Context: an optimization exercise on an open-source flow, tuned for small area, a short achievable clock period and few clock cycles. The choices shown serve that exercise and are no tape-out recipe.
At most, simulation tests tie the RTL to the original design; equivalence was not proved.
Only the layout flow was run in runs 2 to 5; the RTL was not checked for function there.
Power and IR drop assume default switching activity.

**design/flow/run.sh**
```bash
#!/bin/bash
# synth_recipe.tcl (not shown) runs the flow's synth.tcl, then flattens the netlist and writes it again
# the make line also repeats each setting of config.mk as NAME=value (left out here)
make -C /OpenROAD-flow-scripts/flow DESIGN_CONFIG=/design/flow/config.mk WORK_HOME=/design/flow/orfs CLKGATE_MAP_FILE= SYNTH_SCRIPT=/design/flow/synth_recipe.tcl finish
```
**design/flow/constraint.sdc**
```tcl
create_clock -name core_clock -period 10.0 [get_ports {clk_i}]
set_input_delay 2.0000 -clock core_clock [delete_from_list [all_inputs] [get_ports {clk_i}]]
set_output_delay 2.0000 -clock core_clock [all_outputs]
set_load 0.01 [all_outputs]
```
**design/flow/config.mk**
```make
export PLATFORM = sky130hd
export DESIGN_NAME = battery_undervoltage_monitor
export DESIGN_NICKNAME = battery_undervoltage_monitor
export VERILOG_FILES = /design/flow/design.v
export SDC_FILE = /design/flow/constraint.sdc
export NUM_CORES = 4
export LEC_CHECK = 0
export CAP_MARGIN = 20
export CORE_MARGIN = 2
export CORE_UTILIZATION = 60
export SLEW_MARGIN = 20
```
**design/flow/design.v**
```verilog
`timescale 1ns / 1ps
package bum_pkg;
  localparam int unsigned HistoryDepth = 64;
  localparam int unsigned MvW          = 16;
  localparam int unsigned TimeW        = 32;
  localparam int unsigned CfgAddrW     = 3;
  localparam int unsigned InDataW      = 48;
  localparam int unsigned OutDataW     = 24;
  localparam int unsigned Lanes        = 16;
  localparam int unsigned Blocks       = HistoryDepth / Lanes;
  localparam logic [MvW-1:0] CriticalReset = 16'd7000;
  localparam logic [MvW-1:0] WarningReset  = 16'd11500;
  localparam logic [MvW-1:0] DeadbandReset = 16'd50;
  localparam logic [MvW-1:0] WindowReset   = 16'd2000;
  localparam logic           AutoReset     = 1'b1;
  localparam logic FuncSample = 1'b0;
  localparam logic FuncCheck  = 1'b1;
  typedef enum logic [1:0] {
    LVL_UNKNOWN  = 2'd0,
    LVL_CRITICAL = 2'd1,
    LVL_WARNING  = 2'd2,
    LVL_NORMAL   = 2'd3
  } level_e;
  typedef enum logic [CfgAddrW-1:0] {
    CFG_CRITICAL     = 3'd0,
    CFG_WARNING      = 3'd1,
    CFG_DEADBAND     = 3'd2,
    CFG_WINDOW       = 3'd3,
    CFG_AUTO_DISABLE = 3'd4
  } cfg_addr_e;
endpackage
`timescale 1ns / 1ps
module bum_history #(
  localparam int unsigned Depth  = bum_pkg::HistoryDepth,
  localparam int unsigned Lanes  = bum_pkg::Lanes,
  localparam int unsigned Blocks = bum_pkg::Blocks,
  localparam int unsigned SumRows = 4,
  localparam int unsigned SumW   = MvW + 4,
  localparam int unsigned IdxW   = $clog2(Depth),
  localparam int unsigned LaneW  = $clog2(Lanes),
  localparam int unsigned MvW    = bum_pkg::MvW,
  localparam int unsigned TimeW  = bum_pkg::TimeW
) (
  input  logic                     clk_i,
  input  logic                     wr_en_i,
  input  logic [IdxW-1:0]          wr_slot_i,
  input  logic [TimeW-1:0]         wr_now_i,
  input  logic [MvW-1:0]           wr_mv_i,
  input  logic [Blocks*Lanes-1:0]  cmp_sel_i,
  input  logic [TimeW-1:0]         cmp_now_i,    
  input  logic [15:0]              cmp_him1_i,   
  input  logic [15:0]              cmp_blo_i,    
  input  logic                     cmp_wrap_i,   
  output logic [Lanes-1:0]         cmp_mask_o,
  input  logic [Blocks*Lanes-1:0]  sum_sel_i,
  input  logic [Lanes-1:0]         sum_mask_i,   
  output logic [SumRows*SumW-1:0] sum_o,    
  output logic [LaneW:0]           cnt_o
);
  function automatic logic ge16(input logic [15:0] a, input logic [15:0] b);
    logic [15:0] g, e;
    logic [7:0]  g1, e1;
    logic [3:0]  g2, e2;
    logic [1:0]  g3, e3;
    g = a & ~b;
    e = ~(a ^ b);
    for (int k = 0; k < 8; k++) begin
      g1[k] = g[2*k+1] | (e[2*k+1] & g[2*k]);
      e1[k] = e[2*k+1] & e[2*k];
    end
    for (int k = 0; k < 4; k++) begin
      g2[k] = g1[2*k+1] | (e1[2*k+1] & g1[2*k]);
      e2[k] = e1[2*k+1] & e1[2*k];
    end
    for (int k = 0; k < 2; k++) begin
      g3[k] = g2[2*k+1] | (e2[2*k+1] & g2[2*k]);
      e3[k] = e2[2*k+1] & e2[2*k];
    end
    ge16 = g3[1] | (e3[1] & (g3[0] | e3[0]));
  endfunction
  logic [TimeW-1:0] ts [Depth];
  logic [MvW-1:0]   mv [Depth];
  for (genvar i = 0; i < Depth; i++) begin : g_ent
    logic [TimeW-1:0] ts_q;
    logic [MvW-1:0]   mv_q;
    always_ff @(posedge clk_i) begin
      if (wr_en_i && (wr_slot_i == IdxW'(i))) begin
        ts_q <= wr_now_i;
        mv_q <= wr_mv_i;
      end
    end
    assign ts[i] = ts_q;
    assign mv[i] = mv_q;
  end
  logic [MvW-1:0] lane_mv [Lanes];
  for (genvar l = 0; l < Lanes; l++) begin : g_lane
    logic [TimeW-1:0] st;
    logic [MvW-1:0]   sv;
    logic             le, ge, hit, vld;
    always_comb begin
      st  = '0;
      sv  = '0;
      vld = 1'b0;
      for (int b = 0; b < Blocks; b++) begin
        st  = st | ({TimeW{cmp_sel_i[b*Lanes + l]}} & ts[b*Lanes + l]);
        sv  = sv | ({MvW{sum_sel_i[b*Lanes + l]}} & mv[b*Lanes + l]);
        vld = vld | cmp_sel_i[b*Lanes + l];
      end
    end
    assign le  = ge16(cmp_now_i[15:0], st[15:0]);
    assign ge  = ge16(st[15:0], cmp_blo_i);
    assign hit = ((st[31:16] == cmp_now_i[31:16]) && le) || ((st[31:16] == cmp_him1_i) && !le);
    assign cmp_mask_o[l] = vld && hit && (cmp_wrap_i ? (ge || le) : (ge && le));
    assign lane_mv[l]  = sv;
  end
  function automatic logic [2*SumW-1:0] csa(input logic [SumW-1:0] a, input logic [SumW-1:0] b,
                                            input logic [SumW-1:0] c);
    logic [SumW-1:0] s, cy;
    s   = a ^ b ^ c;
    cy  = ((a & b) | (a & c) | (b & c)) << 1;
    csa = {cy, s};
  endfunction
  logic [SumW-1:0] r0 [16];
  logic [SumW-1:0] r1 [11];
  logic [SumW-1:0] r2 [8];
  logic [SumW-1:0] r3 [6];
  logic [SumW-1:0] r4 [4];
  always_comb begin
    for (int l = 0; l < 16; l++) r0[l] = SumW'(lane_mv[l]);
    for (int k = 0; k < 5; k++) {r1[2*k+1], r1[2*k]} = csa(r0[3*k], r0[3*k+1], r0[3*k+2]);
    r1[10] = r0[15];
    for (int k = 0; k < 3; k++) {r2[2*k+1], r2[2*k]} = csa(r1[3*k], r1[3*k+1], r1[3*k+2]);
    r2[6] = r1[9];
    r2[7] = r1[10];
    for (int k = 0; k < 2; k++) {r3[2*k+1], r3[2*k]} = csa(r2[3*k], r2[3*k+1], r2[3*k+2]);
    r3[4] = r2[6];
    r3[5] = r2[7];
    for (int k = 0; k < 2; k++) {r4[2*k+1], r4[2*k]} = csa(r3[3*k], r3[3*k+1], r3[3*k+2]);
    for (int k = 0; k < SumRows; k++) sum_o[k*SumW +: SumW] = r4[k];
  end
  always_comb begin
    logic [1:0] c2 [8];
    logic [2:0] c4 [4];
    logic [3:0] c8 [2];
    for (int k = 0; k < 8; k++) c2[k] = 2'(sum_mask_i[2*k]) + 2'(sum_mask_i[2*k+1]);
    for (int k = 0; k < 4; k++) c4[k] = 3'(c2[2*k]) + 3'(c2[2*k+1]);
    for (int k = 0; k < 2; k++) c8[k] = 4'(c4[2*k]) + 4'(c4[2*k+1]);
    cnt_o = 5'(c8[0]) + 5'(c8[1]);
  end
endmodule
`timescale 1ns / 1ps
module battery_undervoltage_monitor #(
  parameter int unsigned HistoryDepth = bum_pkg::HistoryDepth
) (
  input  logic                           clk_i,
  input  logic                           rst_ni,
  input  logic                           s_axis_tvalid_i,
  output logic                           s_axis_tready_o,
  input  logic [bum_pkg::InDataW-1:0]    s_axis_tdata_i,
  input  logic                           s_axis_tuser_i,
  output logic                           m_axis_tvalid_o,
  input  logic                           m_axis_tready_i,
  output logic [bum_pkg::OutDataW-1:0]   m_axis_tdata_o,
  input  logic                           cfg_valid_i,
  output logic                           cfg_ready_o,
  input  logic [bum_pkg::CfgAddrW-1:0]   cfg_addr_i,
  input  logic [bum_pkg::MvW-1:0]        cfg_data_i
);
  localparam int unsigned MvW    = bum_pkg::MvW;
  localparam int unsigned TimeW  = bum_pkg::TimeW;
  localparam int unsigned Lanes  = bum_pkg::Lanes;
  localparam int unsigned Blocks = bum_pkg::Blocks;
  localparam int unsigned IdxW   = $clog2(bum_pkg::HistoryDepth);
  localparam int unsigned LaneW  = $clog2(Lanes);
  localparam int unsigned BlkW   = $clog2(Blocks);
  localparam int unsigned AccW   = MvW + IdxW;
  localparam int unsigned ResW   = MvW + 5;
  localparam int unsigned SumRows = 4;
  localparam int unsigned SumW   = MvW + LaneW;
  localparam int unsigned DW     = AccW + 2;
  localparam int unsigned NSlot  = 9;    
  localparam int unsigned SlotW  = $clog2(NSlot);
  localparam int unsigned CntW   = $clog2(NSlot + 1);
  logic [MvW-1:0] critical_q, warning_q, deadband_q, window_q;
  logic           auto_q;
  always_ff @(posedge clk_i or negedge rst_ni) begin
    if (!rst_ni) begin
      critical_q <= bum_pkg::CriticalReset;
      warning_q  <= bum_pkg::WarningReset;
      deadband_q <= bum_pkg::DeadbandReset;
      window_q   <= bum_pkg::WindowReset;
      auto_q     <= bum_pkg::AutoReset;
    end else if (cfg_valid_i) begin
      case (cfg_addr_i)
        bum_pkg::CFG_CRITICAL:     critical_q <= cfg_data_i;
        bum_pkg::CFG_WARNING:      warning_q  <= cfg_data_i;
        bum_pkg::CFG_DEADBAND:     deadband_q <= cfg_data_i;
        bum_pkg::CFG_WINDOW:       window_q   <= cfg_data_i;
        bum_pkg::CFG_AUTO_DISABLE: auto_q     <= cfg_data_i[0];
        default: ;
      endcase
    end
  end
  logic [MvW-1:0]   s_mv;
  logic [TimeW-1:0] s_now;
  logic             tready_q, accept;
  logic [1:0]       s_cls;
  assign s_mv   = s_axis_tdata_i[MvW-1:0];
  assign s_now  = s_axis_tdata_i[bum_pkg::InDataW-1:MvW];
  assign accept = s_axis_tvalid_i && tready_q;
  always_comb begin
    if (s_mv == '0) begin
      s_cls = bum_pkg::LVL_UNKNOWN;
    end else if (s_mv <= critical_q) begin
      s_cls = bum_pkg::LVL_CRITICAL;
    end else if (s_mv <= warning_q) begin
      s_cls = bum_pkg::LVL_WARNING;
    end else begin
      s_cls = bum_pkg::LVL_NORMAL;
    end
  end
  logic             iv_q, iu_q;
  logic [TimeW-1:0] inow_q;
  logic [MvW-1:0]   imv_q;
  logic [1:0]       icls_q;
  logic             hold, proc, is_samp, is_chk, nxt_chk;
  always_ff @(posedge clk_i or negedge rst_ni) begin
    if (!rst_ni) begin
      iv_q <= 1'b0;
    end else begin
      iv_q <= accept || (iv_q && hold);
    end
  end
  always_ff @(posedge clk_i) begin
    if (accept) begin
      iu_q   <= s_axis_tuser_i;
      inow_q <= s_now;
    end
  end
  always_ff @(posedge clk_i) begin
    imv_q  <= s_mv;
    icls_q <= s_cls;
  end
  logic [MvW-1:0]   held_q;
  logic [MvW:0]     hlo_q, hhi_q;
  logic [1:0]       lvl_q;
  logic             take, store, changed, alert, gate;
  logic [IdxW-1:0]  wp_q;
  logic             full_q;
  logic             pend_q;
  logic [IdxW-1:0]  pend_slot_q;
  logic [TimeW-1:0] pend_now_q;
  logic [MvW-1:0]   pend_mv_q;
  logic             cmp_v_q;
  logic [1:0]       cmp_g_q;
  assign hold    = iv_q && iu_q && cmp_v_q && (cmp_g_q != 2'(Blocks - 1));
  assign proc    = iv_q && !hold;
  assign is_samp = proc && !iu_q;
  assign is_chk  = proc && iu_q;
  assign take    = (!hlo_q[MvW] && (imv_q < hlo_q[MvW-1:0])) ||
                   (!hhi_q[MvW] && (imv_q > hhi_q[MvW-1:0]));
  assign store   = is_samp && take;
  assign changed = icls_q != lvl_q;
  assign alert   = changed && ((icls_q == bum_pkg::LVL_CRITICAL) ||
                               (icls_q == bum_pkg::LVL_WARNING));
  assign gate    = (lvl_q == bum_pkg::LVL_CRITICAL) && auto_q;
  always_ff @(posedge clk_i or negedge rst_ni) begin
    if (!rst_ni) begin
      held_q <= '0;
      lvl_q  <= bum_pkg::LVL_UNKNOWN;
      wp_q   <= '0;
      full_q <= 1'b0;
      pend_q <= 1'b0;
    end else begin
      if (store) begin
        held_q <= imv_q;
        lvl_q  <= icls_q;
        wp_q   <= wp_q + IdxW'(1);
        if (wp_q == '1) full_q <= 1'b1;
      end
      pend_q <= store;
    end
  end
  logic [MvW:0] samp_lo, samp_hi;
  assign samp_lo = {1'b0, imv_q} - {1'b0, deadband_q};
  assign samp_hi = {1'b0, imv_q} + {1'b0, deadband_q};
  always_ff @(posedge clk_i or negedge rst_ni) begin
    if (!rst_ni) begin
      hlo_q <= {1'b0, 16'd0} - {1'b0, bum_pkg::DeadbandReset};
      hhi_q <= {1'b0, 16'd0} + {1'b0, bum_pkg::DeadbandReset};
    end else if (!is_samp) begin
      hlo_q <= {1'b0, held_q} - {1'b0, deadband_q};
      hhi_q <= {1'b0, held_q} + {1'b0, deadband_q};
    end else if (take) begin
      hlo_q <= samp_lo;
      hhi_q <= samp_hi;
    end
  end
  always_ff @(posedge clk_i) begin
    pend_slot_q <= wp_q;
    pend_now_q  <= inow_q;
    pend_mv_q   <= imv_q;
  end
  logic [BlkW-1:0]          cmp_blk_q, cmp_blk_d;
  logic [IdxW-1:0]          snap_wp_q, snap_wp_d;
  logic                     snap_full_q, snap_full_d;
  logic                     cmp_gate_q;
  logic [SlotW-1:0]         cmp_slot_q;
  logic [TimeW-1:0]         ctx_now_q;
  logic [15:0]              ctx_him1_q, ctx_blo_q;
  logic                     ctx_wrap_q;
  logic                     cmp_v_d;
  logic [1:0]               cmp_g_d;
  logic [Blocks*Lanes-1:0]  cmp_sel_q, cmp_sel_d;
  logic [SlotW-1:0]         wf_q;
  logic                     cmp_more;
  logic [Blocks*Lanes-1:0]  start_sel, cont_sel;
  assign cmp_more    = cmp_v_q && (cmp_g_q != 2'(Blocks - 1));
  assign cmp_v_d     = is_chk || cmp_more;
  assign cmp_g_d     = is_chk ? 2'd0 : cmp_g_q + 2'd1;
  assign cmp_blk_d   = is_chk ? wp_q[IdxW-1:LaneW] : cmp_blk_q + BlkW'(1);
  assign snap_wp_d   = is_chk ? wp_q : snap_wp_q;
  assign snap_full_d = is_chk ? full_q : snap_full_q;
  assign nxt_chk     = accept ? s_axis_tuser_i : hold;
  always_comb begin
    for (int b = 0; b < Blocks; b++) begin
      for (int l = 0; l < Lanes; l++) begin
        start_sel[b*Lanes + l] = (wp_q[IdxW-1:LaneW] == BlkW'(b)) &&
                                 (full_q || (IdxW'(b*Lanes + l) < wp_q));
        cont_sel[b*Lanes + l]  = cmp_more && ((cmp_blk_q + BlkW'(1)) == BlkW'(b)) &&
                                 (snap_full_q || (IdxW'(b*Lanes + l) < snap_wp_q));
      end
    end
    cmp_sel_d = ({(Blocks*Lanes){is_chk}} & start_sel) | cont_sel;
  end
  always_ff @(posedge clk_i or negedge rst_ni) begin
    if (!rst_ni) begin
      cmp_v_q <= 1'b0;
    end else begin
      cmp_v_q <= cmp_v_d;
    end
  end
  always_ff @(posedge clk_i) begin
    cmp_sel_q   <= cmp_sel_d;
    cmp_g_q     <= cmp_g_d;
    cmp_blk_q   <= cmp_blk_d;
    snap_wp_q   <= snap_wp_d;
    snap_full_q <= snap_full_d;
    if (is_chk) begin
      cmp_gate_q <= gate;
      cmp_slot_q <= wf_q;
      ctx_now_q  <= inow_q;
      ctx_him1_q <= inow_q[31:16] - 16'd1;
      ctx_blo_q  <= inow_q[15:0] - window_q;
      ctx_wrap_q <= inow_q[15:0] < window_q;
    end
  end
  logic [Lanes-1:0]         cmp_mask;
  logic [SumRows*SumW-1:0] grp_sum;
  logic [LaneW:0]           blk_cnt;
  logic                     m_v_q, m_first_q, m_last_q, m_gate_q;
  logic [SlotW-1:0]         m_slot_q;
  logic [Blocks*Lanes-1:0]  m_sel_q;
  logic [Lanes-1:0]         m_mask_q;
  logic                     g_v_q, g_first_q, g_last_q, g_gate_q;
  logic [SlotW-1:0]         g_slot_q;
  logic [SumRows*SumW-1:0] g_sum_q;
  logic [LaneW:0]           g_cnt_q;
  logic                     a_v_q, a_nz_q;
  logic [SlotW-1:0]         a_slot_q;
  logic [DW-1:0]            acc_s0_q, acc_s1_q, acc_c0_q, acc_c1_q;
  logic [DW-1:0]            acc_s0_d, acc_s1_d, acc_c0_d, acc_c1_d, diff;
  logic                     dis;
  bum_history u_history (
    .clk_i      (clk_i),
    .wr_en_i    (pend_q),
    .wr_slot_i  (pend_slot_q),
    .wr_now_i   (pend_now_q),
    .wr_mv_i    (pend_mv_q),
    .cmp_sel_i  (cmp_sel_q),
    .cmp_now_i  (ctx_now_q),
    .cmp_him1_i (ctx_him1_q),
    .cmp_blo_i  (ctx_blo_q),
    .cmp_wrap_i (ctx_wrap_q),
    .cmp_mask_o (cmp_mask),
    .sum_sel_i  (m_sel_q),
    .sum_mask_i (m_mask_q),
    .sum_o      (grp_sum),
    .cnt_o      (blk_cnt)
  );
  always_ff @(posedge clk_i or negedge rst_ni) begin
    if (!rst_ni) begin
      m_v_q   <= 1'b0;
      g_v_q   <= 1'b0;
      a_v_q   <= 1'b0;
    end else begin
      m_v_q <= cmp_v_q;
      g_v_q <= m_v_q;
      a_v_q <= g_v_q && g_last_q && g_gate_q;
    end
  end
  function automatic logic [2*DW-1:0] csa(input logic [DW-1:0] a, input logic [DW-1:0] b,
                                          input logic [DW-1:0] c);
    logic [DW-1:0] s, cy;
    s   = a ^ b ^ c;
    cy  = ((a & b) | (a & c) | (b & c)) << 1;
    csa = {cy, s};
  endfunction
  always_comb begin
    logic [DW-1:0] p0, p1, q0, q1, t0, t1, t2, t3, u0, u1, u2, u3, u4, u5, u6;
    logic [DW-1:0] pp [5];
    p0 = g_first_q ? '0 : acc_s0_q;
    p1 = g_first_q ? '0 : acc_s1_q;
    {t1, t0} = csa(p0, p1, DW'(g_sum_q[0*SumW +: SumW]));
    {t3, t2} = csa(DW'(g_sum_q[1*SumW +: SumW]), DW'(g_sum_q[2*SumW +: SumW]),
                   DW'(g_sum_q[3*SumW +: SumW]));
    {u1, u0} = csa(t0, t1, t2);
    {acc_s1_d, acc_s0_d} = csa(u0, u1, t3);
    q0 = g_first_q ? '0 : acc_c0_q;
    q1 = g_first_q ? '0 : acc_c1_q;
    for (int j = 0; j <= LaneW; j++) pp[j] = g_cnt_q[j] ? (DW'(critical_q) << j) : '0;
    {u3, u2} = csa(q0, q1, pp[0]);
    {u5, u4} = csa(pp[1], pp[2], pp[3]);
    {t1, t0} = csa(u2, u3, u4);
    {t3, t2} = csa(u5, pp[4], t0);
    {acc_c1_d, acc_c0_d} = csa(t1, t2, t3);
  end
  always_ff @(posedge clk_i) begin
    for (int b = 0; b < Blocks; b++) begin
      m_sel_q[b*Lanes +: Lanes] <= cmp_sel_q[b*Lanes +: Lanes] & cmp_mask;
    end
    m_mask_q  <= cmp_mask;
    m_first_q <= cmp_g_q == 2'd0;
    m_last_q  <= cmp_g_q == 2'(Blocks - 1);
    m_gate_q  <= cmp_gate_q;
    m_slot_q  <= cmp_slot_q;
    g_first_q <= m_first_q;
    g_last_q  <= m_last_q;
    g_gate_q  <= m_gate_q;
    g_slot_q  <= m_slot_q;
    g_sum_q   <= grp_sum;
    g_cnt_q   <= blk_cnt;
    a_slot_q  <= g_slot_q;
    acc_s0_q  <= acc_s0_d;
    acc_s1_q  <= acc_s1_d;
    acc_c0_q  <= acc_c0_d;
    acc_c1_q  <= acc_c1_d;
    a_nz_q    <= (!g_first_q && a_nz_q) || (g_sum_q != '0);
  end
  assign diff = acc_c0_q + acc_c1_q - acc_s0_q - acc_s1_q;
  assign dis  = a_nz_q && !diff[DW-1];
  logic [ResW-1:0]  slot_q [NSlot];
  logic [NSlot-1:0] slot_rdy_q;
  logic [SlotW-1:0] rf_q;
  logic [CntW-1:0]  cnt_q, cnt_d;
  logic [ResW-1:0]  res, head;
  logic             head_rdy, head_fin, move, ov_q;
  logic [ResW-1:0]  o_q;
  logic             w_v_q, w_chk_q, w_gate_q, w_chg_q, w_alert_q;
  logic [SlotW-1:0] w_slot_q;
  always_ff @(posedge clk_i or negedge rst_ni) begin
    if (!rst_ni) begin
      w_v_q <= 1'b0;
    end else begin
      w_v_q <= proc;
    end
  end
  always_ff @(posedge clk_i) begin
    w_chk_q   <= iu_q;
    w_gate_q  <= gate;
    w_chg_q   <= store && changed;
    w_alert_q <= store && alert;
    w_slot_q  <= wf_q;
  end
  assign res = {held_q, 1'b0, w_alert_q, w_chg_q, lvl_q};
  assign head_fin = a_v_q && (a_slot_q == rf_q);
  assign head_rdy = slot_rdy_q[rf_q] || head_fin;
  assign move     = head_rdy && (!ov_q || m_axis_tready_i);
  always_comb begin
    head    = slot_q[rf_q];
    head[4] = head_fin ? dis : head[4];
  end
  for (genvar k = 0; k < NSlot; k++) begin : g_slot
    always_ff @(posedge clk_i) begin
      if (w_v_q && (w_slot_q == SlotW'(k))) begin
        slot_q[k] <= res;
      end else if (a_v_q && (a_slot_q == SlotW'(k))) begin
        slot_q[k][4] <= dis;
      end
    end
    always_ff @(posedge clk_i or negedge rst_ni) begin
      if (!rst_ni) begin
        slot_rdy_q[k] <= 1'b0;
      end else if (move && (rf_q == SlotW'(k))) begin
        slot_rdy_q[k] <= 1'b0;
      end else if (w_v_q && (w_slot_q == SlotW'(k))) begin
        slot_rdy_q[k] <= !w_chk_q || !w_gate_q;
      end else if (a_v_q && (a_slot_q == SlotW'(k))) begin
        slot_rdy_q[k] <= 1'b1;
      end
    end
  end
  assign cnt_d = cnt_q + CntW'(accept) - CntW'(move);
  always_ff @(posedge clk_i or negedge rst_ni) begin
    if (!rst_ni) begin
      wf_q     <= '0;
      rf_q     <= '0;
      cnt_q    <= '0;
      ov_q     <= 1'b0;
      tready_q <= 1'b1;
    end else begin
      if (proc) wf_q <= (wf_q == SlotW'(NSlot - 1)) ? '0 : wf_q + SlotW'(1);
      if (move) rf_q <= (rf_q == SlotW'(NSlot - 1)) ? '0 : rf_q + SlotW'(1);
      cnt_q    <= cnt_d;
      ov_q     <= move || (ov_q && !m_axis_tready_i);
      tready_q <= (cnt_d < CntW'(NSlot)) &&
                  !(nxt_chk && cmp_v_d && (cmp_g_d != 2'(Blocks - 1)));
    end
  end
  always_ff @(posedge clk_i) begin
    if (move) o_q <= head;
  end
  assign s_axis_tready_o = tready_q;
  assign cfg_ready_o     = 1'b1;
  assign m_axis_tvalid_o = ov_q;
  assign m_axis_tdata_o  = {3'b000, o_q};
endmodule
```
==> results of run 1 <==
layout by cell type, fill, tap and decap left out, drive strengths merged, types with 102 or more instances in the layout:
cell / synthesis / final
nand4: 140 / 140
o21ai: 217 / 217
ha: 717 / 717
dfrtp: 110 / 110
a22oi: 1280 / 1280
clkinv: 0 / 158
a21oi: 225 / 225
xnor2: 321 / 321
dfxtp: 422 / 422
xor2: 260 / 260
and2: 125 / 125
a21o: 102 / 102
a221oi: 178 / 178
inv: 804 / 817
a22o: 175 / 175
edfxtp: 3383 / 3383
clkbuf: 460 / 531
buf: 101 / 275
nor2b: 114 / 114
nor4: 107 / 107
nor2: 305 / 305
nand2: 817 / 817
fa: 385 / 385
power groups by stage:
stage | combinational, mW | clock, mW | sequential [mW]
floorplan | 6.72 | 0 | 19.9
global placement | 9.96 | 0 | 20.4
detailed placement | 10.2 | 0 | 20.4
CTS | 10.3 | 14.8 | 20.0
global route | 11.4 | 15.5 | 20.1
finish | 10.5 | 14.7 | 20.1
metal layers:
layer	share of wire (%)	wire [µm]
met3	9.5	50300
met2	47	246000
met4	6.3	33100
met1	38	199000
met5	0.023	122
metrics by stage:
stage	utilization, %	instance area [µm²]	total power [mW]
after detailed placement	62.6	175000	30.6
after global placement	62.6	175000	30.3
after global routing	67.2	188000	47.0
after CTS	67.2	188000	45.2
final	67.3	188000	45.3
after floorplan	-	169000	26.7
state kept, by name, summed over array words and instances (netlist names), 22 cells and up:
register              cells
slot_q                  189
u_history.g_ent.ts_q   2048
g_sum_q                  70
m_sel_q                  64
pend_now_q               32
u_history.g_ent.mv_q   1024
acc_s0_q                 24
cmp_sel_q                64
inow_q                   32
acc_c0_q                 24
acc_s1_q                 22
ctx_now_q                32
kinds of logic (layout without fill, tap and decap cells):
| family | Yosys count | count (layout) |
|---|---|---|
| buffers and inverters | 1365 | 1913 |
| AND/OR/NAND/NOR | 1880 | 1880 |
| other | 2 | 17 |
| XOR/XNOR | 581 | 581 |
| multiplexers | 66 | 66 |
| adder cells (fa/ha/maj) | 1102 | 1102 |
| AO/OA/AOI/OAI | 2522 | 2522 |
| flip-flops | 3958 | 3958 |
how the worst min path moves through the flow:
stage | to | slack [ns] | depth (start not counted)
after floorplan | a_slot_q[0] | 0.31 | 0
final | a_slot_q[3] | 0.32 | 0
after global placement | g_last_q | 0.31 | 0
after detailed placement | a_slot_q[3] | 0.31 | 0
after global routing | a_slot_q[3] | 0.33 | 0
after CTS | a_slot_q[3] | 0.32 | 0
critical path, delay by kind of cell (launching register included):
kind | cells | cell delay [ns]
buffers and inverters | 2 | 0.10
and+or+nand+nor | 1 | 0.41
AOI/OAI and AO/OA | 7 | 1.53
DFF | 1 | 0.32
xor gates and xnor gates | 1 | 0.84
adders and majority gates | 3 | 1.28
final cells by class:
type	count	area [µm²]	share of cell area, %
repair buffers	369	3040	1.62
multi-input cells	6155	50400	26.8
flip-flops and latches	3958	114000	60.7
clock buffers	531	10900	5.78
clock inverters	209	1990	1.06
diodes	13	32.5	0.0173
inverters	804	3020	1.61
well taps	3724	4660	2.48
==> flow_summary.toml, run 1 <==
[synth]
avgSynthCellArea_um2 = 14.7
synth_top_cell_by_area = "edfxtp_1"
yosys.area_share.simple_pct = 5.25
netlist_area_um2 = 169000
synth_commonest_cells = "3383 x edfxtp_1, 1274 x a22oi_1, 815 x nand2_1, 804 x inv_1, 717 x ha_1"
ys.flop_type = "edfxtp_1"
synthMuxAreaShare_pct = 0.441
synth_cells = 11476
synth_edf_count = 3383
synth_top_area_share_pct = 60.1
synth_top_family_by_area = "compound AO/OA/AOI/OAI gates"
ys_types = 88
synth_xor_area_share_pct = 3.01
synthArstFlopShare_pct = 3.87
synth_compound_area_share_pct = 10.9
yosys-top-cells-area = "edfxtp_1 60%, a22oi_1 5.7%, ha_1 5.3%"
ys.warnings.count = 15
synth_adder_area_share_pct = 9.87
synth-seq-cells = 3958
yosysSeqAreaShare_pct = 67.4
yosysMostFrequentCell = "edfxtp_1"

[route]
detail_route.first_pass.iterations = 6
drc = 0
wl_per_cell_um = 33.5
antenna_left = 0
routed_wl_um = 528000
drt_iter0_markers = 13799
vias = 103800
viasPerCell = 6.59

[global_route]
antenna_found_initial = 32
grt_pass1_wl_um = 742000
gr-usage-met3_pct = 6.43
grt_pass1_vias = 102243
met1_usage_pct = 48.7
overflow = 0
grt_max_degree = 104
met2_usage_pct = 58.0
gr-max-usage-layer = "met2"
grt_util_all_layers_pct = 36.7

[power]
vdd_drop_max_mv = 0.222
p_clk_share_pct = 32.5
pwr-share-comb_pct = 23.2
p_per_area_nw_per_um2 = 241
power_frac_seq_pct = 44.3
power_leakage_nw = 67.9
power_switching_mw = 14.1
switching_share_pct = 31.2
internal-power_mw = 31.1

[setup_path]
crit_start = "acc_c0_q[4]"
crit_path_max_fanout = 8
crit_chain = "inv_1 > fa_1 > fa_1 > inv_1 > ha_1 > a21oi_1 > o221ai_1 > a21oi_1 > o21ai_0 > a41oi_1 > o221ai_1 > xnor2_1 > nand2_1 > o41ai_1"
r2r_start = "acc_c0_q[4]"
worstPathArrival_ns = 5.43
endpoint = "slot_q[6][4]"
reg2regPathDepth = 14
cp-start-kind = "register"
cpPeakStageDelay_ns = 0.84
worstReg2RegEnd = "slot_q[6][4]"
cp_slowest_cell = "xnor2_1"
endpoint_kind = "register"
r2r_slack_ns = 5.39
critical_path_class = "reg2reg"
cp.required_ns = 10.82

[placement]
port_buffers = 95
place_inst = 15009
pre_cts_slack_ns = 5.28
gp_congestion = 0.932
place_hpwl_um = 318000

[timing]
finalMaxSlewViolations = 0
tightestPinTransition_ns = 1.27
fin_ws_ns = 5.39
max_freq_ghz = 0.217
finalSetupViolations = 0
fin_crit_sh_pct = 46.1
hold_viol_final = 0
skew_ns = 0.0556
relSlewSlack_pct = 15.0
tns_ns = 0
timing.hold.ws_ns = 0.323
rsz0062_at_grt = "false"
period_minus_slack_ns = 4.61

[cells_and_area]
syn_to_final_growth_pct = 11.3
nets = 12858
drive_above_1_share_pct = 9.38
fillers = 19459
layout.cells.non_filler = 15763

[clock_network]
clk_pin_slew_ns = 0.06
clk_latency_ns = 0.98
tritoncts = "done"
cts_resized = 0
cts_root_buf = "clkbuf_16"
h-tree-depth = 5
cts.sinks = 3958
cts_buffer_depth = 4
cts_buffers = 395
holdBufCountCts = 0
cts_setup_buffers = 0

[outcome]
status = "timing/DRC/antenna clean"

[hold_path]
hp-start = "g_slot_q[3]"
hold_class = "reg2reg"

[die]
start_util_pct = 60.4
ios = 100
die_x_um = 535
die_h_um = 535
fp.dieArea_um2 = 286000
rows = 194
core_um2 = 280000

[flow_run]
maxCapViolCount = 0
Testbench counts, summed over its fixed seeds: cycles 10,414.
==> run 2: changes to the inputs <==
--- a/design/flow/design.v
+++ b/design/flow/design.v
@@ -283,16 +283,5 @@
   end
-  logic [MvW:0] samp_lo, samp_hi;
-  assign samp_lo = {1'b0, imv_q} - {1'b0, deadband_q};
-  assign samp_hi = {1'b0, imv_q} + {1'b0, deadband_q};
-  always_ff @(posedge clk_i or negedge rst_ni) begin
-    if (!rst_ni) begin
-      hlo_q <= {1'b0, 16'd0} - {1'b0, bum_pkg::DeadbandReset};
-      hhi_q <= {1'b0, 16'd0} + {1'b0, bum_pkg::DeadbandReset};
-    end else if (!is_samp) begin
-      hlo_q <= {1'b0, held_q} - {1'b0, deadband_q};
-      hhi_q <= {1'b0, held_q} + {1'b0, deadband_q};
-    end else if (take) begin
-      hlo_q <= samp_lo;
-      hhi_q <= samp_hi;
-    end
+  always_ff @(posedge clk_i) begin
+    hlo_q <= store ? ({1'b0, imv_q} - {1'b0, deadband_q}) : ({1'b0, held_q} - {1'b0, deadband_q});
+    hhi_q <= store ? ({1'b0, imv_q} + {1'b0, deadband_q}) : ({1'b0, held_q} + {1'b0, deadband_q});
   end
==> design/flow/flow/run.sh (new file) <==
#!/bin/bash
set -euo pipefail
MARGIN=${SETUP_MARGIN_NS:-6.3}
bash standard.sh SETUP_SLACK_MARGIN=$MARGIN finish > standard_flow.log 2>&1
==> design/flow/standard.sh (new file) <==
#!/bin/bash
# synth_recipe.tcl (not shown) runs the flow's synth.tcl, then flattens the netlist and writes it again
# the make line also repeats each setting of config.mk as NAME=value (left out here)
make -C /OpenROAD-flow-scripts/flow DESIGN_CONFIG=/design/flow/config.mk WORK_HOME=/design/flow/orfs CLKGATE_MAP_FILE= SYNTH_SCRIPT=/design/flow/synth_recipe.tcl "${@:-finish}"
removed: design/flow/run.sh
==> run 2 against run 1 <==
  * Total power is 1.6% higher
  * Sequential power hardly changed
  * Clock-buffer cell count is 3 higher
  * Largest cell class unchanged
  * Highest routed layer unchanged
==> flow_summary.toml, run 2 <==
[power]
p_per_area_nw_per_um2 = 243
power_frac_seq_pct = 43.3
power_switching_mw = 14.5
power_leakage_nw = 68.5
internal-power_mw = 31.5
switching_share_pct = 31.5
p_clk_share_pct = 32.1
pwr-share-comb_pct = 24.7
vdd_drop_max_mv = 0.206

[die]
start_util_pct = 60.4
core_um2 = 280000
die_h_um = 535
fp.dieArea_um2 = 286000
rows = 194
ios = 100
die_x_um = 535

[global_route]
grt_pass1_wl_um = 743000
antenna_found_initial = 26
grt_util_all_layers_pct = 36.7
grt_pass1_vias = 102679
overflow = 0
grt_max_degree = 91

[route]
wl_per_cell_um = 33.6
antenna_left = 0
drt_iter0_markers = 13821
drc = 0
routed_wl_um = 530000
viasPerCell = 6.59
vias = 104005
detail_route.first_pass.iterations = 7

[synth]
yosys.area_share.simple_pct = 5.31
avgSynthCellArea_um2 = 14.8
synth_xor_area_share_pct = 2.94
synth_compound_area_share_pct = 10.9
synth_adder_area_share_pct = 9.88
ys.flop_type = "edfxtp_1"
synthMuxAreaShare_pct = 0.454
synth_top_family_by_area = "compound AO/OA/AOI/OAI gates"
synthArstFlopShare_pct = 3.03
netlist_area_um2 = 169000
synth_top_area_share_pct = 60.1
synth-seq-cells = 3958
synth_commonest_cells = "3383 x edfxtp_1, 1272 x a22oi_1, 824 x nand2_1, 787 x inv_1, 718 x ha_1"
yosysMostFrequentCell = "edfxtp_1"
synth_top_cell_by_area = "edfxtp_1"
synth_cells = 11402
ys_types = 96
synth_edf_count = 3383
yosys-top-cells-area = "edfxtp_1 60%, a22oi_1 5.7%, dfxtp_1 5.4%"
yosysSeqAreaShare_pct = 67.3
ys.warnings.count = 15

[clock_network]
cts.sinks = 3958
clk_latency_ns = 0.96
cts_buffer_depth = 4
holdBufCountCts = 0
cts_buffers = 398
tritoncts = "done"
h-tree-depth = 5
cts_root_buf = "clkbuf_16"
clk_pin_slew_ns = 0.06

[setup_path]
crit_path_max_fanout = 5
cp.required_ns = 10.83
cp-start-kind = "register"
critical_path_class = "reg2reg"
worstPathArrival_ns = 5.36
endpoint_kind = "register"

[timing]
rsz0062_at_grt = "true"
tns_ns = 0
tightestPinTransition_ns = 1.21
timing.hold.ws_ns = 0.316
relSlewSlack_pct = 19.1
finalSetupViolations = 0
finalMaxSlewViolations = 0
skew_ns = 0.0653
hold_viol_final = 0
fin_crit_sh_pct = 45.2
period_minus_slack_ns = 4.52
max_freq_ghz = 0.221

[cells_and_area]
final_cell_mix = "3383 x edfxtp_1, 1272 x a22oi_1, 823 x nand2_1, 779 x inv_1, 697 x ha_1"
largest-register = "u_history.g_ent.ts_q"
reg_top3 = "u_history.g_ent.ts_q (2048), u_history.g_ent.mv_q (1024), slot_q (189)"
layout_commonest_cell = "edfxtp_1"
nets = 12879
syn_to_final_growth_pct = 12.0
drive_above_1_share_pct = 11.2
largest_register_ffs = 2048
fillers = 19401

[placement]
gp_congestion = 0.948
port_buffers = 95
place_hpwl_um = 329000

[outcome]
status = "timing/DRC/antenna clean"

[hold_path]
hold_class = "reg2reg"

[flow_run]
maxCapViolCount = 0
run 2: cell types whose count changed in the layout (fill, tap and decap cells not counted), sizes merged, moves of 24 or more:
cell,delta
dfxtp,+33
buf,+78
xor2,+52
a22oi,+26
nor2,-47
o21ai,-46
a21boi,+24
xnor2,-66
run 2: path summary, 6_finish.rpt:
path	slack, ns	depth (start not counted)	from	end
worst max-delay path	5.48	19	imv_q[1]	hhi_q[13]
worst min-delay path	0.32	0	g_slot_q[0]	a_slot_q[0]
worst max register to register	5.48	19	imv_q[1]	hhi_q[13]
worst min register to register	0.32	0	g_slot_q[0]	a_slot_q[0]
max in group asynchronous	7.47	2	rst_ni	deadband_q[13]
min in group asynchronous	1.03	1	rst_ni	warning_q[4]
run 2: worst max-delay path, cell delays in order (launching register included):
cell       delay, ns
dfxtp_4         0.37
ha_4            0.26
nor2b_4         0.12
o211ai_1        0.08
a2111o_1        0.44
a31oi_1         0.22
o21ai_1         0.13
a32oi_4         0.30
buf_6           0.17
buf_6           0.09
mux2_4          0.32
ha_4            0.22
or2_1           0.21
a2bb2oi_2       0.17
a21o_1          0.19
o41ai_4         0.27
buf_4           0.19
o41ai_4         0.07
or4_1           0.41
and3_1          0.17
run 2: through the flow:
stage,area [µm²],cells,power (mW),setup WS [ns],utilization [%]
3_5_place_dp,175000,14974,30.9,4.83,62.6
3_3_place_gp,175000,14974,30.6,4.85,62.6
4_1_cts,189000,15747,45.7,5.48,67.5
2_1_floorplan,169000,11404,26.9,5.83,-
6_report,189000,15780,46.0,5.48,67.7
5_1_grt,189000,15769,47.7,5.35,67.7
run 2: layout make-up:
cell class	instances	area (µm²)	share of cell area (%)
sequential	3958	114000	60.2
clock inverter	206	2070	1.09
tap	3724	4660	2.46
multi-input combinational	6106	51200	27.0
clock buffer	534	10800	5.71
antenna	13	32.5	0.0172
timing repair buffer	447	3710	1.96
inverter	792	2980	1.57
run 2: timing repair:
item / 4_1_cts / 5_1_grt
resized for setup: 141 / 104
endpoints found under the setup margin: 138 / 103
cloned: 2 / 0
pin swaps: 48 / 32
buffers inserted: 31 / 20
run 2: power groups by stage:
stage          combinational, mW  clock, mW  sequential, mW
4_1_cts                     11.0       14.9            19.9
5_1_grt                     12.2       15.5            19.9
3_3_place_gp                10.4          0            20.2
6_report                    11.4       14.7            19.9
2_1_floorplan               6.93          0            19.9
3_5_place_dp                10.6          0            20.2
run 2: metal layers:
metal	wire, µm	GRT usage [%]	part of all wire (%)	vias to the layer above
met3	54700	6.93	10	1234
met4	32400	19.2	6.1	14
met2	242000	57.2	46	6020
li1	-	-	-	43701
met1	201000	49.7	38	53036
met5	146	0.167	0.028	-
run 2: kinds of logic (layout without fill, tap and decap cells):
group           after synthesis  in the layout
buf+inv                    1341           1979
compound gates             2485           2485
xor+xnor                    567            567
fa+ha+maj                  1103           1103
simple gates               1878           1879
mux                          68             68
other cells                   2             17
flops                      3958           3958
==> run 3: changes to the inputs <==
--- a/design/flow/design.v
+++ b/design/flow/design.v
@@ -432,7 +432,9 @@
     a_slot_q  <= g_slot_q;
-    acc_s0_q  <= acc_s0_d;
-    acc_s1_q  <= acc_s1_d;
-    acc_c0_q  <= acc_c0_d;
-    acc_c1_q  <= acc_c1_d;
-    a_nz_q    <= (!g_first_q && a_nz_q) || (g_sum_q != '0);
+    if (g_v_q) begin
+      acc_s0_q <= acc_s0_d;
+      acc_s1_q <= acc_s1_d;
+      acc_c0_q <= acc_c0_d;
+      acc_c1_q <= acc_c1_d;
+      a_nz_q   <= (!g_first_q && a_nz_q) || (g_sum_q != '0);
+    end
   end
==> design/flow/run.sh (new file) <==
#!/bin/bash
# synth_recipe.tcl (not shown) runs the flow's synth.tcl, then flattens the netlist and writes it again
# the make line also repeats each setting of config.mk as NAME=value (left out here)
make -C /OpenROAD-flow-scripts/flow DESIGN_CONFIG=/design/flow/config.mk WORK_HOME=/design/flow/orfs CLKGATE_MAP_FILE= SYNTH_SCRIPT=/design/flow/synth_recipe.tcl finish
removed: design/flow/flow/run.sh
removed: design/flow/standard.sh
==> run 3 against run 2 <==
  * Global-route usage about the same
  * Clock-buffer cell count increased by 3
  * Worst setup slack got worse by 0.85 ns
  * Utilization decreased by 0.62 points
  * Sequential power increased by 3%
  * Via count decreased by 0.44%
  * Wire length about the same
  * Still clean on timing, DRC and antenna
  * Clock skew increased by 0.0029 ns
  * Clock power about the same
  * Largest cell class unchanged
==> flow_summary.toml, run 3 <==
[outcome]
status = "timing/DRC/antenna clean"

[setup_path]
critical_path_class = "reg2reg"
endpoint_kind = "register"
crit_path_max_fanout = 41
cp-start-kind = "register"
worstPathArrival_ns = 6.24
cp.required_ns = 10.87

[synth]
synthMuxAreaShare_pct = 0.407
yosys-top-cells-area = "edfxtp_1 62%, a22oi_1 5.7%, ha_1 5.3%"
synth_adder_area_share_pct = 9.85
synth_top_cell_by_area = "edfxtp_1"
avgSynthCellArea_um2 = 14.9
synth_edf_count = 3475
synth_commonest_cells = "3475 x edfxtp_1, 1288 x a22oi_1, 822 x nand2_1, 791 x inv_1, 719 x ha_1"
synth_top_family_by_area = "compound AO/OA/AOI/OAI gates"
synthArstFlopShare_pct = 3.03
synth_cells = 11413
synth_xor_area_share_pct = 2.85
yosys.area_share.simple_pct = 5.42
synth-seq-cells = 3958
netlist_area_um2 = 170000
synth_compound_area_share_pct = 10.8
ys_types = 86
synth_top_area_share_pct = 61.5
yosysMostFrequentCell = "edfxtp_1"
yosysSeqAreaShare_pct = 67.6
ys.flop_type = "edfxtp_1"
ys.warnings.count = 15

[timing]
tns_ns = 0
tightestPinTransition_ns = 1.23
relSlewSlack_pct = 18.1
fin_crit_sh_pct = 53.7
skew_ns = 0.0681
timing.hold.ws_ns = 0.326
max_freq_ghz = 0.186
finalSetupViolations = 0
hold_viol_final = 0
period_minus_slack_ns = 5.37
rsz0062_at_grt = "false"
finalMaxSlewViolations = 0

[route]
drt_iter0_markers = 13701
routed_wl_um = 530000
antenna_left = 0
wl_per_cell_um = 33.6
viasPerCell = 6.57
detail_route.first_pass.iterations = 6
vias = 103549
drc = 0

[clock_network]
cts_resized = 0
clk_pin_slew_ns = 0.07
cts_buffer_depth = 4
cts_setup_buffers = 0
tritoncts = "done"
holdBufCountCts = 0
cts.sinks = 3958
h-tree-depth = 5
cts_buffers = 400
clk_latency_ns = 0.99
cts_root_buf = "clkbuf_16"

[die]
ios = 100
die_x_um = 536
fp.dieArea_um2 = 287000
die_h_um = 536
start_util_pct = 60.2
core_um2 = 282000
rows = 195

[power]
power_mw = 49.1
vdd_drop_max_mv = 0.356
power_leakage_nw = 68.1
p_per_area_nw_per_um2 = 260

[global_route]
antenna_found_initial = 30
grt_util_all_layers_pct = 36.7
overflow = 0
grt_pass1_wl_um = 743000
grt_max_degree = 90
grt_pass1_vias = 102305

[placement]
gp_congestion = 0.930
place_hpwl_um = 327000
port_buffers = 95
place_inst = 15008

[flow_run]
maxCapViolCount = 0

[cells_and_area]
reg_top3 = "u_history.g_ent.ts_q (2048), u_history.g_ent.mv_q (1024), slot_q (189)"
final_util_pct = 67.1
syn_to_final_growth_pct = 11.4
layout_commonest_cell = "edfxtp_1"
final_cell_mix = "3475 x edfxtp_1, 1288 x a22oi_1, 822 x nand2_1, 774 x inv_1, 719 x ha_1"
largest_register_ffs = 2048
layout.cells.non_filler = 15765
drive_above_1_share_pct = 9.59
nets = 12844
largest-register = "u_history.g_ent.ts_q"

[hold_path]
hold_class = "reg2reg"
-- run 3: cell types whose count changed after synthesis, moves of 26 or more --
cell / change
edfxtp_1: +92
nor2_1: -32
o21ai_0: +39
mux2_2: +30
buf_2: -26
mux2_1: -35
xor2_1: -84
xnor2_1: +70
dfxtp_1: -92
-- run 3: logic make-up (layout without fill, tap and decap cells) --
kind of cell,count (synthesis),count (layout)
and+or+nand+nor,1910,1910
other,2,13
buffers and inverters,1343,1941
AOI/OAI and AO/OA,2483,2483
DFF,3958,3958
adders and majority gates,1104,1104
muxes,61,61
xor gates and xnor gates,552,552
-- run 3: layout make-up --
cell class / count / area [µm²]
Clock buffer: 537 / 10900
Clock inverter: 211 / 2120
Timing Repair Buffer: 401 / 3250
Inverter: 792 / 2970
Sequential cell: 3958 / 115000
Tap cell: 3743 / 4680
Fill cell: 19696 / 92800
Antenna cell: 9 / 22.5
Multi-Input combinational cell: 6114 / 50300
-- run 3: power by group --
part | internal, mW | total [mW] | switching, mW
Clock | 8.52 | 14.9 | 6.39
Combinational | 4.94 | 13.7 | 8.75
Sequential | 19.5 | 20.5 | 1.03
-- run 3: stage by stage --
step,cell area (µm²),setup slack [ns]
3_5_place_dp,176000,4.66
4_1_cts,189000,4.67
2_1_floorplan,170000,5.57
3_3_place_gp,176000,4.66
5_1_grt,189000,4.33
6_report,189000,4.63
-- run 3: worst paths after layout --
path / start / to / slack (ns) / cells past startpoint
min reg2reg: g_slot_q[2] / a_slot_q[2] / 0.33 / 0
min: g_slot_q[2] / a_slot_q[2] / 0.33 / 0
min in group asynchronous: rst_ni / slot_rdy_q[5] / 1.01 / 1
max: imv_q[6] / hhi_q[16] / 4.63 / 18
max in group asynchronous: rst_ni / warning_q[12] / 7.54 / 2
max reg2reg: imv_q[6] / hhi_q[16] / 4.63 / 18
-- run 3: worst max-delay path, stage by stage, from the launching register on --
cell,delay (ns)
dfxtp_1,0.36
ha_1,0.25
or4_1,0.51
o211ai_1,0.12
a21oi_1,0.10
nor3_1,0.22
o2111ai_1,0.21
nand3_2,0.20
buf_4,0.57
mux2_2,0.44
ha_1,0.22
or3_1,0.35
a21oi_1,0.22
o31ai_1,0.13
a221oi_1,0.51
a221oi_1,0.22
a221o_1,0.38
a21oi_1,0.17
o21bai_1,0.08
-- run 3: layer usage --
| layer | share of wire, % | global-route usage, % |
|---|---|---|
| met1 | 39 | 50.3 |
| met2 | 46 | 57.2 |
| met3 | 10 | 7.10 |
| met4 | 5.5 | 17.5 |
| met5 | 0.013 | 0 |
==> run 4: changes to the inputs <==
--- a/design/flow/design.v
+++ b/design/flow/design.v
@@ -55,3 +55,2 @@
   input  logic [Blocks*Lanes-1:0]  sum_sel_i,
-  input  logic [Lanes-1:0]         sum_mask_i,   
   output logic [SumRows*SumW-1:0] sum_o,    
@@ -95,2 +94,3 @@
   logic [MvW-1:0] lane_mv [Lanes];
+  logic [Lanes-1:0] lane_hit;
   for (genvar l = 0; l < Lanes; l++) begin : g_lane
@@ -114,2 +114,4 @@
     assign lane_mv[l]  = sv;
+    assign lane_hit[l] = |{sum_sel_i[0*Lanes + l], sum_sel_i[1*Lanes + l],
+                           sum_sel_i[2*Lanes + l], sum_sel_i[3*Lanes + l]};
   end
@@ -141,9 +143,6 @@
   always_comb begin
-    logic [1:0] c2 [8];
-    logic [2:0] c4 [4];
-    logic [3:0] c8 [2];
-    for (int k = 0; k < 8; k++) c2[k] = 2'(sum_mask_i[2*k]) + 2'(sum_mask_i[2*k+1]);
-    for (int k = 0; k < 4; k++) c4[k] = 3'(c2[2*k]) + 3'(c2[2*k+1]);
-    for (int k = 0; k < 2; k++) c8[k] = 4'(c4[2*k]) + 4'(c4[2*k+1]);
-    cnt_o = 5'(c8[0]) + 5'(c8[1]);
+    cnt_o = '0;
+    for (int l = 0; l < Lanes; l++) begin
+      cnt_o = cnt_o + (LaneW+1)'(lane_hit[l]);
+    end
   end
@@ -206,2 +205,4 @@
   logic             tready_q, accept;
+  logic [MvW:0]     lo_full, hi_full;
+  logic [MvW-1:0]   lo_bound, hi_bound;
   logic [1:0]       s_cls;
@@ -210,2 +211,6 @@
   assign accept = s_axis_tvalid_i && tready_q;
+  assign lo_full  = {1'b0, s_mv} - {1'b0, deadband_q};
+  assign hi_full  = {1'b0, s_mv} + {1'b0, deadband_q};
+  assign lo_bound = lo_full[MvW] ? '0 : lo_full[MvW-1:0];
+  assign hi_bound = hi_full[MvW] ? '1 : hi_full[MvW-1:0];
   always_comb begin
@@ -223,3 +228,3 @@
   logic [TimeW-1:0] inow_q;
-  logic [MvW-1:0]   imv_q;
+  logic [MvW-1:0]   imv_q, ilo_q, ihi_q;
   logic [1:0]       icls_q;
@@ -241,2 +246,4 @@
     imv_q  <= s_mv;
+    ilo_q  <= lo_bound;
+    ihi_q  <= hi_bound;
     icls_q <= s_cls;
@@ -244,3 +251,2 @@
   logic [MvW-1:0]   held_q;
-  logic [MvW:0]     hlo_q, hhi_q;
   logic [1:0]       lvl_q;
@@ -259,4 +265,3 @@
   assign is_chk  = proc && iu_q;
-  assign take    = (!hlo_q[MvW] && (imv_q < hlo_q[MvW-1:0])) ||
-                   (!hhi_q[MvW] && (imv_q > hhi_q[MvW-1:0]));
+  assign take    = (held_q < ilo_q) || (held_q > ihi_q);
   assign store   = is_samp && take;
@@ -284,6 +289,2 @@
   always_ff @(posedge clk_i) begin
-    hlo_q <= store ? ({1'b0, imv_q} - {1'b0, deadband_q}) : ({1'b0, held_q} - {1'b0, deadband_q});
-    hhi_q <= store ? ({1'b0, imv_q} + {1'b0, deadband_q}) : ({1'b0, held_q} + {1'b0, deadband_q});
-  end
-  always_ff @(posedge clk_i) begin
     pend_slot_q <= wp_q;
@@ -304,6 +305,3 @@
   logic [SlotW-1:0]         wf_q;
-  logic                     cmp_more;
-  logic [Blocks*Lanes-1:0]  start_sel, cont_sel;
-  assign cmp_more    = cmp_v_q && (cmp_g_q != 2'(Blocks - 1));
-  assign cmp_v_d     = is_chk || cmp_more;
+  assign cmp_v_d     = is_chk || (cmp_v_q && (cmp_g_q != 2'(Blocks - 1)));
   assign cmp_g_d     = is_chk ? 2'd0 : cmp_g_q + 2'd1;
@@ -316,9 +314,6 @@
       for (int l = 0; l < Lanes; l++) begin
-        start_sel[b*Lanes + l] = (wp_q[IdxW-1:LaneW] == BlkW'(b)) &&
-                                 (full_q || (IdxW'(b*Lanes + l) < wp_q));
-        cont_sel[b*Lanes + l]  = cmp_more && ((cmp_blk_q + BlkW'(1)) == BlkW'(b)) &&
-                                 (snap_full_q || (IdxW'(b*Lanes + l) < snap_wp_q));
+        cmp_sel_d[b*Lanes + l] = cmp_v_d && (cmp_blk_d == BlkW'(b)) &&
+                                 (snap_full_d || (IdxW'(b*Lanes + l) < snap_wp_d));
       end
     end
-    cmp_sel_d = ({(Blocks*Lanes){is_chk}} & start_sel) | cont_sel;
   end
@@ -352,3 +347,2 @@
   logic [Blocks*Lanes-1:0]  m_sel_q;
-  logic [Lanes-1:0]         m_mask_q;
   logic                     g_v_q, g_first_q, g_last_q, g_gate_q;
@@ -375,3 +369,2 @@
     .sum_sel_i  (m_sel_q),
-    .sum_mask_i (m_mask_q),
     .sum_o      (grp_sum),
@@ -420,3 +413,2 @@
     end
-    m_mask_q  <= cmp_mask;
     m_first_q <= cmp_g_q == 2'd0;
@@ -449,19 +441,5 @@
   logic [ResW-1:0]  o_q;
-  logic             w_v_q, w_chk_q, w_gate_q, w_chg_q, w_alert_q;
-  logic [SlotW-1:0] w_slot_q;
-  always_ff @(posedge clk_i or negedge rst_ni) begin
-    if (!rst_ni) begin
-      w_v_q <= 1'b0;
-    end else begin
-      w_v_q <= proc;
-    end
-  end
-  always_ff @(posedge clk_i) begin
-    w_chk_q   <= iu_q;
-    w_gate_q  <= gate;
-    w_chg_q   <= store && changed;
-    w_alert_q <= store && alert;
-    w_slot_q  <= wf_q;
-  end
-  assign res = {held_q, 1'b0, w_alert_q, w_chg_q, lvl_q};
+  assign res = iu_q ? {held_q, 3'b000, lvl_q} :
+                      {store ? imv_q : held_q, 1'b0, store && alert, store && changed,
+                       store ? icls_q : lvl_q};
   assign head_fin = a_v_q && (a_slot_q == rf_q);
@@ -475,3 +453,3 @@
     always_ff @(posedge clk_i) begin
-      if (w_v_q && (w_slot_q == SlotW'(k))) begin
+      if (proc && (wf_q == SlotW'(k))) begin
         slot_q[k] <= res;
@@ -486,4 +464,4 @@
         slot_rdy_q[k] <= 1'b0;
-      end else if (w_v_q && (w_slot_q == SlotW'(k))) begin
-        slot_rdy_q[k] <= !w_chk_q || !w_gate_q;
+      end else if (proc && (wf_q == SlotW'(k))) begin
+        slot_rdy_q[k] <= !iu_q || !gate;
       end else if (a_v_q && (a_slot_q == SlotW'(k))) begin
==> run 4 against run 3 <==
  * Still clean
  * Utilization grew 0.26 points
  * Clock-buffer cell count down 32
  * Sequential power decreased by 2%
  * Synthesized cell count down 1.1%
  * Cell area is 0.57% lower
  * Non-clock buffer count is 5 lower
  * Critical path depth decreased by 5
  * First-iteration DRC count is 4.0% lower
  * Hold slack got worse by 0.0016 ns
  * Clock skew is 0.017 ns lower
  * Worst setup slack gained 0.74 ns
  * Critical path type unchanged
==> flow_summary.toml, run 4 <==
[synth]
ys_types = 85
synthArstFlopShare_pct = 3.03
synth_top_area_share_pct = 62.0
synth_cells = 11283
synth_top_cell_by_area = "edfxtp_1"
netlist_area_um2 = 168000
ys.flop_type = "edfxtp_1"
synth_commonest_cells = "3477 x edfxtp_1, 1261 x a22oi_1, 820 x inv_1, 812 x nand2_1, 714 x ha_1"
synth_edf_count = 3477
avgSynthCellArea_um2 = 14.9
ys.warnings.count = 12
yosys-top-cells-area = "edfxtp_1 62%, a22oi_1 5.6%, ha_1 5.3%"
yosysSeqAreaShare_pct = 67.8
yosysMostFrequentCell = "edfxtp_1"
synth-seq-cells = 3932

[setup_path]
cp-start-kind = "register"
crit_path_max_fanout = 17
cp.required_ns = 10.90
cp_slowest_cell = "or4_1"
cpMostUsedCell = "fa_1"
cp_top_family = "adder cells"
endpoint_kind = "register"
cpPeakStageDelay_ns = 0.62
critical_path_class = "reg2reg"
crit_buf_inv = 3
worstPathArrival_ns = 5.53
crit_chain = "or4_1 > ha_1 > fa_1 > fa_1 > inv_1 > fa_1 > inv_1 > fa_1 > fa_1 > inv_1 > fa_1 > nor2b_1 > o21a_1"

[power]
power_leakage_nw = 67.5
p_per_area_nw_per_um2 = 228
vdd_drop_max_mv = 0.181

[clock_network]
holdBufCountCts = 0
cts_setup_buffers = 0
clk_latency_ns = 0.98
cts_root_buf = "clkbuf_16"
cts_resized = 0
tritoncts = "done"
h-tree-depth = 5
clk_pin_slew_ns = 0.06
cts.sinks = 3932
cts_buffer_depth = 4
cts_buffers = 395

[die]
rows = 194
start_util_pct = 60.3
fp.dieArea_um2 = 285000
die_h_um = 534
ios = 100
core_um2 = 279000
die_x_um = 534

[outcome]
status = "timing/DRC/antenna clean"

[route]
routed_wl_um = 514000
viasPerCell = 6.52
detail_route.first_pass.iterations = 6
drc = 0
vias = 102304
antenna_left = 0
wl_per_cell_um = 32.7
drt_iter0_markers = 13150

[timing]
tightestPinTransition_ns = 1.22
finalMaxSlewViolations = 0
period_minus_slack_ns = 4.63
timing.hold.ws_ns = 0.325
rsz0062_at_grt = "false"
tns_ns = 0
finalSetupViolations = 0
relSlewSlack_pct = 18.7
skew_ns = 0.0510
max_freq_ghz = 0.216
hold_viol_final = 0
fin_crit_sh_pct = 46.3

[cells_and_area]
layout_commonest_cell = "edfxtp_1"
nets = 12778
syn_to_final_growth_pct = 11.7
drive_above_1_share_pct = 9.78
fillers = 19481
final_util_pct = 67.3
reg_top3 = "u_history.g_ent.ts_q (2048), u_history.g_ent.mv_q (1024), slot_q (189)"
final_cell_mix = "3477 x edfxtp_1, 1261 x a22oi_1, 812 x nand2_1, 803 x inv_1, 714 x ha_1"
largest_register_ffs = 2048
largest-register = "u_history.g_ent.ts_q"

[placement]
gp_congestion = 0.946
port_buffers = 95
place_hpwl_um = 317000

[global_route]
grt_util_all_layers_pct = 35.8
antenna_found_initial = 32
grt_max_degree = 91
grt_pass1_wl_um = 726000
grt_pass1_vias = 101748
overflow = 0

[flow_run]
maxCapViolCount = 0

[hold_path]
hold_class = "reg2reg"
run 4: cell types whose count changed after synthesis, moves of 25 or more:
cell      delta
nand2b_1    -27
buf_1       -35
a31oi_1     +29
xnor2_1     +31
dfxtp_1     -27
o21a_1      +25
nand4_1     -35
a21oi_1     -27
nor2_1      +55
buf_2       -36
a22oi_1     -27
inv_1       +29
run 4: cells by family (layout without fill, tap and decap cells):
| kind of cell | Yosys count | in the layout | synth area share (%) |
|---|---|---|---|
| flops | 3932 | 3932 | 67.8 |
| compound gates | 2492 | 2492 | 10.9 |
| simple gates | 1833 | 1833 | 5.13 |
| buf+inv | 1299 | 1965 | 2.96 |
| fa+ha+maj | 1099 | 1099 | 9.89 |
| xor+xnor | 559 | 559 | 2.91 |
| mux | 67 | 67 | 0.451 |
| other cells | 2 | 16 | 0.00446 |
run 4: report_power, final:
group          leakage (nW)  internal (mW)  switching [mW]
Combinational          25.7           2.75            5.34
Sequential             35.5           19.3           0.671
Clock                  6.27           8.45            6.32
Total                  67.5           30.5            12.3
run 4: per-stage QoR:
step	area [µm²]	total power [mW]	cells	setup WS, ns
final	188000	42.8	15687	5.37
after global routing	188000	44.5	15676	5.17
after CTS	188000	42.9	15675	5.39
after detailed placement	175000	28.3	14933	4.52
after global placement	175000	28.0	14932	4.55
after floorplan	168000	25.0	11285	5.14
run 4: path summary, 6_finish.rpt:
path,depth (start not counted),to,slack (ns),from
setup / recovery,13,g_cnt_q[4],5.37,m_sel_q[33]
hold / removal,0,a_slot_q[3],0.32,g_slot_q[3]
setup reg to reg,13,g_cnt_q[4],5.37,m_sel_q[33]
hold reg to reg,0,a_slot_q[3],0.32,g_slot_q[3]
max in group asynchronous,2,g_v_q,7.45,rst_ni
min in group asynchronous,1,window_q[1],1.01,rst_ni
run 4: layout make-up:
cell class	instances	area [µm²]	share of cell area (%)
Clock inverter	237	2260	1.20
Multi-Input combinational cell	6054	49800	26.5
Sequential cell	3932	114000	60.8
Inverter	827	3110	1.65
Antenna cell	12	30.0	0.0160
Clock buffer	505	10700	5.68
Timing Repair Buffer	396	3210	1.71
Tap cell	3724	4660	2.48
run 4: layer usage:
layer	wire length, µm	vias up	GRT usage, %
met5	137	-	0
met4	29300	20	17.7
met3	51900	1133	6.70
met2	235000	5659	55.9
met1	197000	52027	48.9
li1	-	43465	-
==> run 5: changes to the inputs <==
--- a/design/flow/config.mk
+++ b/design/flow/config.mk
@@ -10,2 +10,3 @@
 export CORE_UTILIZATION = 60
+export SETUP_SLACK_MARGIN = 5
 export SLEW_MARGIN = 20
==> run 5 against run 4 <==
  * Non-clock buffer count unchanged
  * Via count unchanged
  * Largest power group unchanged
  * Hold slack unchanged
  * Wire length unchanged
  * Die area unchanged
==> flow_summary.toml, run 5 <==
[power]
power_frac_seq_pct = 46.6
p_clk_share_pct = 34.5
switching_share_pct = 28.8
pwr-share-comb_pct = 18.9
power_leakage_nw = 67.5
vdd_drop_max_mv = 0.181
power_mw = 42.8
p_per_area_nw_per_um2 = 228
power_switching_mw = 12.3
internal-power_mw = 30.5

[hold_path]
worst_hold_path.num_cells = 0
hold_class = "reg2reg"

[cells_and_area]
reg_top3 = "u_history.g_ent.ts_q (2048), u_history.g_ent.mv_q (1024), slot_q (189)"
largest-register = "u_history.g_ent.ts_q"
syn_to_final_growth_pct = 11.7
layout.cells.non_filler = 15687
drive_above_1_share_pct = 9.78
nets = 12778
largest_register_ffs = 2048
layout_commonest_cell = "edfxtp_1"
final_cell_mix = "3477 x edfxtp_1, 1261 x a22oi_1, 812 x nand2_1, 803 x inv_1, 714 x ha_1"

[placement]
port_buffers = 95
place_inst = 14933
place_hpwl_um = 317000
gp_congestion = 0.946
pre_cts_slack_ns = 4.52

[synth]
netlist_area_um2 = 168000
synth_top_area_share_pct = 62.0
synth_top_cell_by_area = "edfxtp_1"
synth_edf_count = 3477
ys_types = 85
synthArstFlopShare_pct = 3.03
synth_cells = 11283
synth_commonest_cells = "3477 x edfxtp_1, 1261 x a22oi_1, 820 x inv_1, 812 x nand2_1, 714 x ha_1"
synth-seq-cells = 3932
ys.warnings.count = 12
avgSynthCellArea_um2 = 14.9
ys.flop_type = "edfxtp_1"
yosysMostFrequentCell = "edfxtp_1"
yosys-top-cells-area = "edfxtp_1 62%, a22oi_1 5.6%, ha_1 5.3%"
yosysSeqAreaShare_pct = 67.8

[route]
detail_route.first_pass.iterations = 6
viasPerCell = 6.52
drc = 0
wl_per_cell_um = 32.7
drt_iter0_markers = 13150
vias = 102304
antenna_left = 0
routed_wl_um = 514000

[clock_network]
clk_latency_ns = 0.98
cts_setup_buffers = 0
clk_pin_slew_ns = 0.06
cts_buffer_depth = 4
cts_root_buf = "clkbuf_16"
cts.sinks = 3932
tritoncts = "done"
cts_resized = 0
cts_buffers = 395
h-tree-depth = 5
holdBufCountCts = 0

[die]
core_um2 = 279000
ios = 100
die_x_um = 534
rows = 194
die_h_um = 534
fp.dieArea_um2 = 285000
start_util_pct = 60.3

[timing]
period_minus_slack_ns = 4.63
fin_ws_ns = 5.37
fin_crit_sh_pct = 46.3
tns_ns = 0
hold_viol_final = 0
relSlewSlack_pct = 18.7
max_freq_ghz = 0.216
finalMaxSlewViolations = 0
finalSetupViolations = 0
rsz0062_at_grt = "false"
tightestPinTransition_ns = 1.22
skew_ns = 0.0510

[setup_path]
cp.required_ns = 10.90
endpoint_kind = "register"
critical_path_class = "reg2reg"
worstPathArrival_ns = 5.53
cp-start-kind = "register"
reg2regPathDepth = 13
crit_path_max_fanout = 17

[global_route]
antenna_found_initial = 32
grt_pass1_vias = 101748
grt_max_degree = 91
grt_pass1_wl_um = 726000
grt_util_all_layers_pct = 35.8
overflow = 0

[outcome]
status = "timing/DRC/antenna clean"

[flow_run]
maxCapViolCount = 0
## run 5: cells by family after synthesis
| family | Yosys count | share of synthesized area [%] |
|---|---|---|
| buf+inv | 1299 | 2.96 |
| other cells | 2 | 0.00446 |
| fa+ha+maj | 1099 | 9.89 |
| xor+xnor | 559 | 2.91 |
| simple gates | 1833 | 5.13 |
| mux | 67 | 0.451 |
| compound gates | 2492 | 10.9 |
| flops | 3932 | 67.8 |
## run 5: per-layer routing
layer | vias to the layer above | track usage (%) | part of all wire [%]
met5 | - | 0 | 0.027
met4 | 20 | 17.7 | 5.7
met3 | 1133 | 6.70 | 10
li1 | 43465 | - | -
met2 | 5659 | 55.9 | 46
met1 | 52027 | 48.9 | 38
## run 5: final cells by class
type / instances / area [µm²]
diodes: 12 / 30.0
clock buffers: 505 / 10700
clock inverters: 237 / 2260
fillers: 19481 / 91200
inverters: 827 / 3110
multi-input cells: 6054 / 49800
flip-flops and latches: 3932 / 114000
well taps: 3724 / 4660
repair buffers: 396 / 3210
## run 5: worst paths after layout
check | start | end | slack (ns)
hold / removal | g_slot_q[3] | a_slot_q[3] | 0.32
setup / recovery | m_sel_q[33] | g_cnt_q[4] | 5.37
min in group asynchronous | rst_ni | window_q[1] | 1.01
hold reg to reg | g_slot_q[3] | a_slot_q[3] | 0.32
setup reg to reg | m_sel_q[33] | g_cnt_q[4] | 5.37
max in group asynchronous | rst_ni | g_v_q | 7.45
## run 5: worst max-delay path: stages (launching register included)
cell,delay [ns]
dfxtp_1,0.50
or4_1,0.62
ha_1,0.34
fa_1,0.58
fa_1,0.53
inv_1,0.05
fa_1,0.47
inv_1,0.05
fa_1,0.49
fa_1,0.19
inv_1,0.06
fa_1,0.46
nor2b_1,0.13
o21a_1,0.11
## run 5: power groups by stage
stage | logic, mW | clock network, mW | registers [mW]
CTS | 8.01 | 14.9 | 20.0
global placement | 7.68 | 0 | 20.3
finish | 8.09 | 14.8 | 20.0
floorplan | 4.72 | 0 | 20.3
detailed placement | 7.96 | 0 | 20.3
global route | 8.90 | 15.5 | 20.1
## run 5: stage by stage
step | utilization, % | hold slack, ns | cell area (µm²)
finish | 67.3 | 0.325 | 188000
global route | 67.3 | 0.330 | 188000
CTS | 67.3 | 0.326 | 188000
detailed placement | 62.7 | 0.312 | 175000
global placement | 62.7 | 0.312 | 175000
floorplan | - | 0.310 | 168000

separate check: timing with driven ports:
How much do the figures lean on ideal ports? The routed layouts below were timed once more, with nothing changed but the port constraints.
Step 1, drivers: a clkbuf_16 drives clk_i and a buf_2 each remaining input, both assumed.
Step 2 also shifts input and output timing later by t, the mid clock arrival at the registers, as if the neighbouring blocks saw the same clock.
a / b / c = ideal ports / drivers / drivers and shift; a / b = the first two.
run	t (ns)	setup WS [ns]	worst setup path after step 2
run 1	1.052	5.386 / 5.386 / 5.232	input to register
run 2	1.035	5.476 / 5.476 / 5.476	register to register
run 3	1.062	4.628 / 4.628 / 4.628	register to register
run 4	1.061	5.370 / 5.370 / 4.432	input to register
run 5	1.061	5.370 / 5.370 / 4.432	input to register
After both steps setup and hold are still met in every run listed.
